Source: an optimization exercise on an open RTL-to-GDS flow (aim: small area, a short achievable clock period and few clock cycles per item). Production flows keep margins and buffers that such runs may drop.
The RTL was checked by simulation tests, not by an equivalence proof against the original design.

==> flow/design.v <==
package srpb_pkg;
  localparam int COUNT_WIDTH = 16;
  localparam int VAL_WIDTH   = 16;
  localparam int CM_CFG_W    = 10;
  localparam int FRAC_BITS   = 10;
  localparam int CFG_IDX_W   = 3;
  localparam int CFG_DATA_W  = 16;
  localparam logic [FRAC_BITS-1:0] DIST_SCALE_Q10 = FRAC_BITS'(878);
  localparam logic [VAL_WIDTH-1:0] ECHO_LAST_INT  = VAL_WIDTH'(56191);
  localparam logic [FRAC_BITS-1:0] ECHO_LAST_FRAC = FRAC_BITS'(146);
  localparam logic [VAL_WIDTH-1:0] RST_TRIGGER_INTERVAL = VAL_WIDTH'(4000);
  localparam logic [CM_CFG_W-1:0]  RST_NEAR_LIMIT_CM    = CM_CFG_W'(10);
  localparam logic [CM_CFG_W-1:0]  RST_FAR_LIMIT_CM     = CM_CFG_W'(100);
  localparam logic [VAL_WIDTH-1:0] RST_NEAR_HALF_PERIOD = VAL_WIDTH'(2000);
  localparam logic [VAL_WIDTH-1:0] RST_FAR_HALF_PERIOD  = VAL_WIDTH'(20000);
  localparam logic [CM_CFG_W-1:0]  RST_TICKS_PER_CM     = CM_CFG_W'(200);
  localparam logic [VAL_WIDTH-1:0] RST_HALF_PERIOD      = VAL_WIDTH'(20000);
  typedef enum logic [CFG_IDX_W-1:0] {
    CFG_TRIGGER_INTERVAL = 3'd0,
    CFG_NEAR_LIMIT_CM    = 3'd1,
    CFG_FAR_LIMIT_CM     = 3'd2,
    CFG_NEAR_HALF_PERIOD = 3'd3,
    CFG_FAR_HALF_PERIOD  = 3'd4,
    CFG_TICKS_PER_CM     = 3'd5
  } srpb_cfg_idx_t;
  typedef struct packed {
    logic action;
    logic echo_level;
  } srpb_item_t;
  typedef struct packed {
    logic                 trigger_out;
    logic                 led_out;
    logic [VAL_WIDTH-1:0] distance_cm;
    logic                 distance_new;
  } srpb_result_t;
endpackage
module srpb_mul (
  input  logic [srpb_pkg::VAL_WIDTH-1:0] acc,
  input  logic [srpb_pkg::CM_CFG_W-1:0]  a,
  input  logic                           bit_i,
  output logic [srpb_pkg::VAL_WIDTH-1:0] acc_next
);
  localparam int VW = srpb_pkg::VAL_WIDTH;
  logic [VW:0] sum;
  assign sum      = {1'b0, acc[VW-2:0], 1'b0} + {1'b0, VW'(bit_i ? a : '0)};
  assign acc_next = (acc[VW-1] || sum[VW]) ? '1 : sum[VW-1:0];
endmodule
module sonar_range_proximity_blinker_unit (
  input  logic                                clk,
  input  logic                                rst,
  input  logic                                item_valid,
  output logic                                item_stall,
  input  srpb_pkg::srpb_item_t                item,
  output logic                                result_valid,
  input  logic                                result_stall,
  output srpb_pkg::srpb_result_t              result,
  input  logic                                cfg_valid,
  output logic                                cfg_ready,
  input  logic [srpb_pkg::CFG_IDX_W-1:0]      cfg_index,
  input  logic [srpb_pkg::CFG_DATA_W-1:0]     cfg_data
);
  localparam int CW = srpb_pkg::COUNT_WIDTH;
  localparam int VW = srpb_pkg::VAL_WIDTH;
  localparam int FB = srpb_pkg::FRAC_BITS;
  localparam int KW = srpb_pkg::CM_CFG_W;
  logic [VW-1:0] trigger_interval;
  logic [KW-1:0] near_limit_cm;
  logic [KW-1:0] far_limit_cm;
  logic [VW-1:0] near_half_period;
  logic [VW-1:0] far_half_period;
  logic [KW-1:0] ticks_per_cm;
  logic [CW-1:0] trigger_next;   
  logic          pulse_pending;
  logic          trigger_level;
  logic [VW-1:0] echo_int;       
  logic [FB-1:0] echo_frac;      
  logic [VW-1:0] distance_cm;
  logic [VW-1:0] half_period;
  logic [CW-1:0] blink_next;     
  logic          led_state;
  logic          distance_new;
  logic          h_tick;
  logic          h_rise;
  logic          h_fall;
  logic          e_valid;
  srpb_pkg::srpb_item_t e_item;
  logic          stall_q;        
  logic          pending;        
  logic          rv_q;           
  logic [3:0]    scale_left;     
  logic          busy;           
  logic          scale_bit;      
  logic          push;
  logic          res_ok;
  logic          proc;
  logic          do_tick;
  logic          do_rise;
  logic          do_fall;
  logic          head_free;
  srpb_pkg::srpb_item_t nh_item;
  logic          nh_valid;
  logic [CW-1:0] trigger_inc;
  logic [CW-1:0] blink_inc;
  logic          trigger_hit;
  logic          blink_hit;
  logic          echo_last;
  logic          echo_carry;
  logic          near_hit;
  logic          mid_hit;
  logic          will_scale;
  logic [3:0]    tpc_msb;
  logic          tpc_msb_bit;
  logic          scale_bit_next;
  logic [VW-1:0] scale_next;
  logic          busy_next;
  logic          pending_next;
  assign cfg_ready    = 1'b1;
  assign item_stall   = stall_q;
  assign result_valid = rv_q;
  assign result       = {trigger_level, led_state, distance_cm, distance_new};
  assign res_ok  = !(pending && result_stall);
  assign proc    = (h_tick || h_rise || h_fall) && !busy && res_ok;
  assign do_tick = h_tick && !busy && res_ok;
  assign do_rise = h_rise && !busy && res_ok;
  assign do_fall = h_fall && !busy && res_ok;
  assign push      = item_valid && !stall_q;
  assign head_free = !(h_tick || h_rise || h_fall) || proc;
  assign nh_valid  = e_valid || push;
  assign nh_item   = e_valid ? e_item : item;
  assign trigger_inc = trigger_next + CW'(1);
  assign blink_inc   = blink_next + CW'(1);
  assign trigger_hit = trigger_next >= trigger_interval;
  assign blink_hit   = blink_next >= half_period;
  assign echo_carry = echo_frac >= FB'(1024 - 878);
  assign echo_last  = (echo_int == srpb_pkg::ECHO_LAST_INT) &&
                      (echo_frac == srpb_pkg::ECHO_LAST_FRAC);
  assign near_hit = (echo_int[VW-1:KW] == '0) &&
                    ({echo_int[KW-1:0], |echo_frac} <= {near_limit_cm, 1'b0});
  assign mid_hit  = (echo_int[VW-1:KW] == '0) && (echo_int[KW-1:0] < far_limit_cm);
  always_comb begin
    tpc_msb     = 4'd0;
    tpc_msb_bit = 1'b0;
    for (int i = 1; i < KW; i++) begin
      if (ticks_per_cm[i]) begin
        tpc_msb     = 4'(i);
        tpc_msb_bit = ticks_per_cm[i-1];
      end
    end
  end
  assign will_scale = !near_hit && mid_hit && (tpc_msb != 4'd0);
  always_comb begin
    scale_bit_next = 1'b0;
    for (int i = 0; i < KW - 1; i++) begin
      if (scale_left == 4'(i + 2)) scale_bit_next = ticks_per_cm[i];
    end
    if (!busy) scale_bit_next = tpc_msb_bit;
  end
  srpb_mul u_mul (
    .acc      (half_period),
    .a        (distance_cm[KW-1:0]),
    .bit_i    (scale_bit),
    .acc_next (scale_next)
  );
  assign busy_next    = busy ? (scale_left != 4'd1) : (do_fall && will_scale);
  assign pending_next = proc || (pending && !(rv_q && !result_stall));
  always_ff @(posedge clk) begin
    if (rst) begin
      trigger_interval <= srpb_pkg::RST_TRIGGER_INTERVAL;
      near_limit_cm    <= srpb_pkg::RST_NEAR_LIMIT_CM;
      far_limit_cm     <= srpb_pkg::RST_FAR_LIMIT_CM;
      near_half_period <= srpb_pkg::RST_NEAR_HALF_PERIOD;
      far_half_period  <= srpb_pkg::RST_FAR_HALF_PERIOD;
      ticks_per_cm     <= srpb_pkg::RST_TICKS_PER_CM;
    end else if (cfg_valid) begin
      case (cfg_index)
        srpb_pkg::CFG_TRIGGER_INTERVAL: trigger_interval <= cfg_data;
        srpb_pkg::CFG_NEAR_LIMIT_CM:    near_limit_cm    <= cfg_data[KW-1:0];
        srpb_pkg::CFG_FAR_LIMIT_CM:     far_limit_cm     <= cfg_data[KW-1:0];
        srpb_pkg::CFG_NEAR_HALF_PERIOD: near_half_period <= cfg_data;
        srpb_pkg::CFG_FAR_HALF_PERIOD:  far_half_period  <= cfg_data;
        srpb_pkg::CFG_TICKS_PER_CM:     ticks_per_cm     <= cfg_data[KW-1:0];
        default: ;
      endcase
    end
  end
  always_ff @(posedge clk) begin
    if (rst) begin
      trigger_next  <= CW'(1);
      pulse_pending <= 1'b0;
      trigger_level <= 1'b0;
      echo_int      <= '0;
      echo_frac     <= '0;
      distance_cm   <= '0;
      half_period   <= srpb_pkg::RST_HALF_PERIOD;
      blink_next    <= CW'(1);
      led_state     <= 1'b0;
      distance_new  <= 1'b0;
      h_tick        <= 1'b0;
      h_rise        <= 1'b0;
      h_fall        <= 1'b0;
      e_valid       <= 1'b0;
      stall_q       <= 1'b0;
      pending       <= 1'b0;
      rv_q          <= 1'b0;
      scale_left    <= '0;
      busy          <= 1'b0;
    end else begin
      if (do_tick) begin
        trigger_next  <= trigger_hit ? CW'(1) : trigger_inc;
        pulse_pending <= trigger_hit;
        trigger_level <= trigger_hit || (trigger_level && !pulse_pending);
        blink_next    <= blink_hit ? CW'(1) : blink_inc;
        led_state     <= led_state ^ blink_hit;
        if (echo_last) begin
          echo_int  <= '0;
          echo_frac <= '0;
        end else begin
          if (echo_carry) echo_int <= echo_int + VW'(1);
          echo_frac <= echo_frac + srpb_pkg::DIST_SCALE_Q10;
        end
      end
      if (do_rise) begin
        echo_int  <= '0;
        echo_frac <= '0;
      end
      if (proc) distance_new <= do_fall;
      if (do_fall) begin
        distance_cm <= echo_int;
        if (near_hit)                half_period <= near_half_period;
        else if (!mid_hit)           half_period <= far_half_period;
        else if (ticks_per_cm == '0) half_period <= '0;
        else                         half_period <= echo_int;
        scale_left <= tpc_msb;
      end
      if (busy) begin
        half_period <= scale_next;
        scale_left  <= scale_left - 4'd1;
      end
      busy    <= busy_next;
      pending <= pending_next;
      rv_q    <= pending_next && !busy_next;
      if (head_free) begin
        h_tick  <= nh_valid && !nh_item.action;
        h_rise  <= nh_valid && nh_item.action && nh_item.echo_level;
        h_fall  <= nh_valid && nh_item.action && !nh_item.echo_level;
        e_valid <= e_valid && push;
        stall_q <= e_valid && push;
      end else begin
        e_valid <= e_valid || push;
        stall_q <= e_valid || push;
      end
    end
  end
  always_ff @(posedge clk) begin
    if (push && (e_valid || !head_free)) e_item <= item;
    scale_bit <= scale_bit_next;
  end
endmodule
==> flow/config.mk <==
export PLATFORM = sky130hd
export DESIGN_NAME = sonar_range_proximity_blinker_unit
export DESIGN_NICKNAME = sonar_range_proximity_blinker_unit
export VERILOG_FILES = /design/flow/design.v
export SDC_FILE = /design/flow/constraint.sdc
export NUM_CORES = 4
export LEC_CHECK = 0
export ABC_CLOCK_PERIOD_IN_PS = 2000
export CAP_MARGIN = 20
export CORE_MARGIN = 2
export CORE_UTILIZATION = 40
export SETUP_SLACK_MARGIN = 4.3
export SLEW_MARGIN = 20
==> flow/constraint.sdc <==
create_clock -name core_clock -period 7.0 [get_ports {clk}]
set_input_delay 1.4000 -clock core_clock [delete_from_list [all_inputs] [get_ports {clk}]]
set_output_delay 1.4000 -clock core_clock [all_outputs]
set_load 0.01 [all_outputs]
standard.sh (not shown) runs the stock make flow with config.mk's settings and CLKGATE_MAP_FILE= SYNTH_SCRIPT=/design/flow/synth_recipe.tcl, a recipe that flattens the netlist after the stock synthesis.
==> flow/flow/run.sh <==
#!/bin/bash
# The standard layout, with the port buffers made from plain buffers
# (sky130_fd_sc_hd__buf_4) instead of the delay cell buffer_ports picks by default
set -euo pipefail
bash standard.sh "BUFFER_PORTS_ARGS=-buffer_cell sky130_fd_sc_hd__buf_4" finish > flow.log 2>&1
The starting point finished with timing, DRC and antenna clean.
Testbench counts at the start, summed over its fixed seeds: cycles 96,228, items 96,000.
Edit:
==> flow/flow/run.sh (replaced) <==
#!/bin/bash
# The standard layout, with the port buffers made from plain buffers
# (sky130_fd_sc_hd__buf_2) instead of the delay cell buffer_ports picks by default
set -euo pipefail
bash standard.sh "BUFFER_PORTS_ARGS=-buffer_cell sky130_fd_sc_hd__buf_2" finish > flow.log 2>&1
CTS_BUF_LIST = sky130_fd_sc_hd__clkbuf_8   (was default)
PLACE_DENSITY = 0.75   (was default)
What happened:
- sequential cell count is unchanged
- sequential share of layout area goes up by 0.94 points
- cell count is unchanged
- setup slack gains 16 ps
- final area goes down by 2.8%
- utilization goes down by 1.3 points
- count of clock-buffer cells in the layout goes down by 2
Edit:
CTS_BUF_LIST = default   (was sky130_fd_sc_hd__clkbuf_8)
PLACE_DENSITY = default   (was 0.75)
=> Routed wire length increases by 3.5%. Final area increases by about 3%. Worst setup slack loses 20 ps. Via count decreases by about 3.4%. Synthesized cell count does not change. Critical path depth increases by 2. Synthesized area does not change. Non-clock buffer count increases by 2. Die area is unchanged. Clock skew hardly moves.

separate check: timing with driven ports:
In the flow no input, the clock included, has a driving cell. The finished layouts below were timed again as built, in two steps. Step 1: set_driving_cell puts a clkbuf_16 on clk and a buf_2 on each other input, an assumption about the parent block. Step 2 times the ports against the registers' clock, not the clock port: input delays grow and output delays shrink by t, the midpoint of the rising clock arrivals with the driver on. Three values: no drivers, after step 1, after step 2; two values: the first two.
| run | t, ns | setup slack, ns | worst slew at a driven data input, ns |
|---|---|---|---|
| the first run | 0.475 | 4.373 / 4.388 / 3.913 | 0.03 |
| the second run | 0.525 | 4.389 / 4.405 / 3.889 | 0.04 |
| the third run | 0.482 | 4.369 / 4.384 / 3.902 | 0.04 |
After both steps setup and hold are still met in every run listed. For the second run, which loses most, drivers alone change the setup slack by +0.016 ns; drivers and shift together by -0.500 ns.
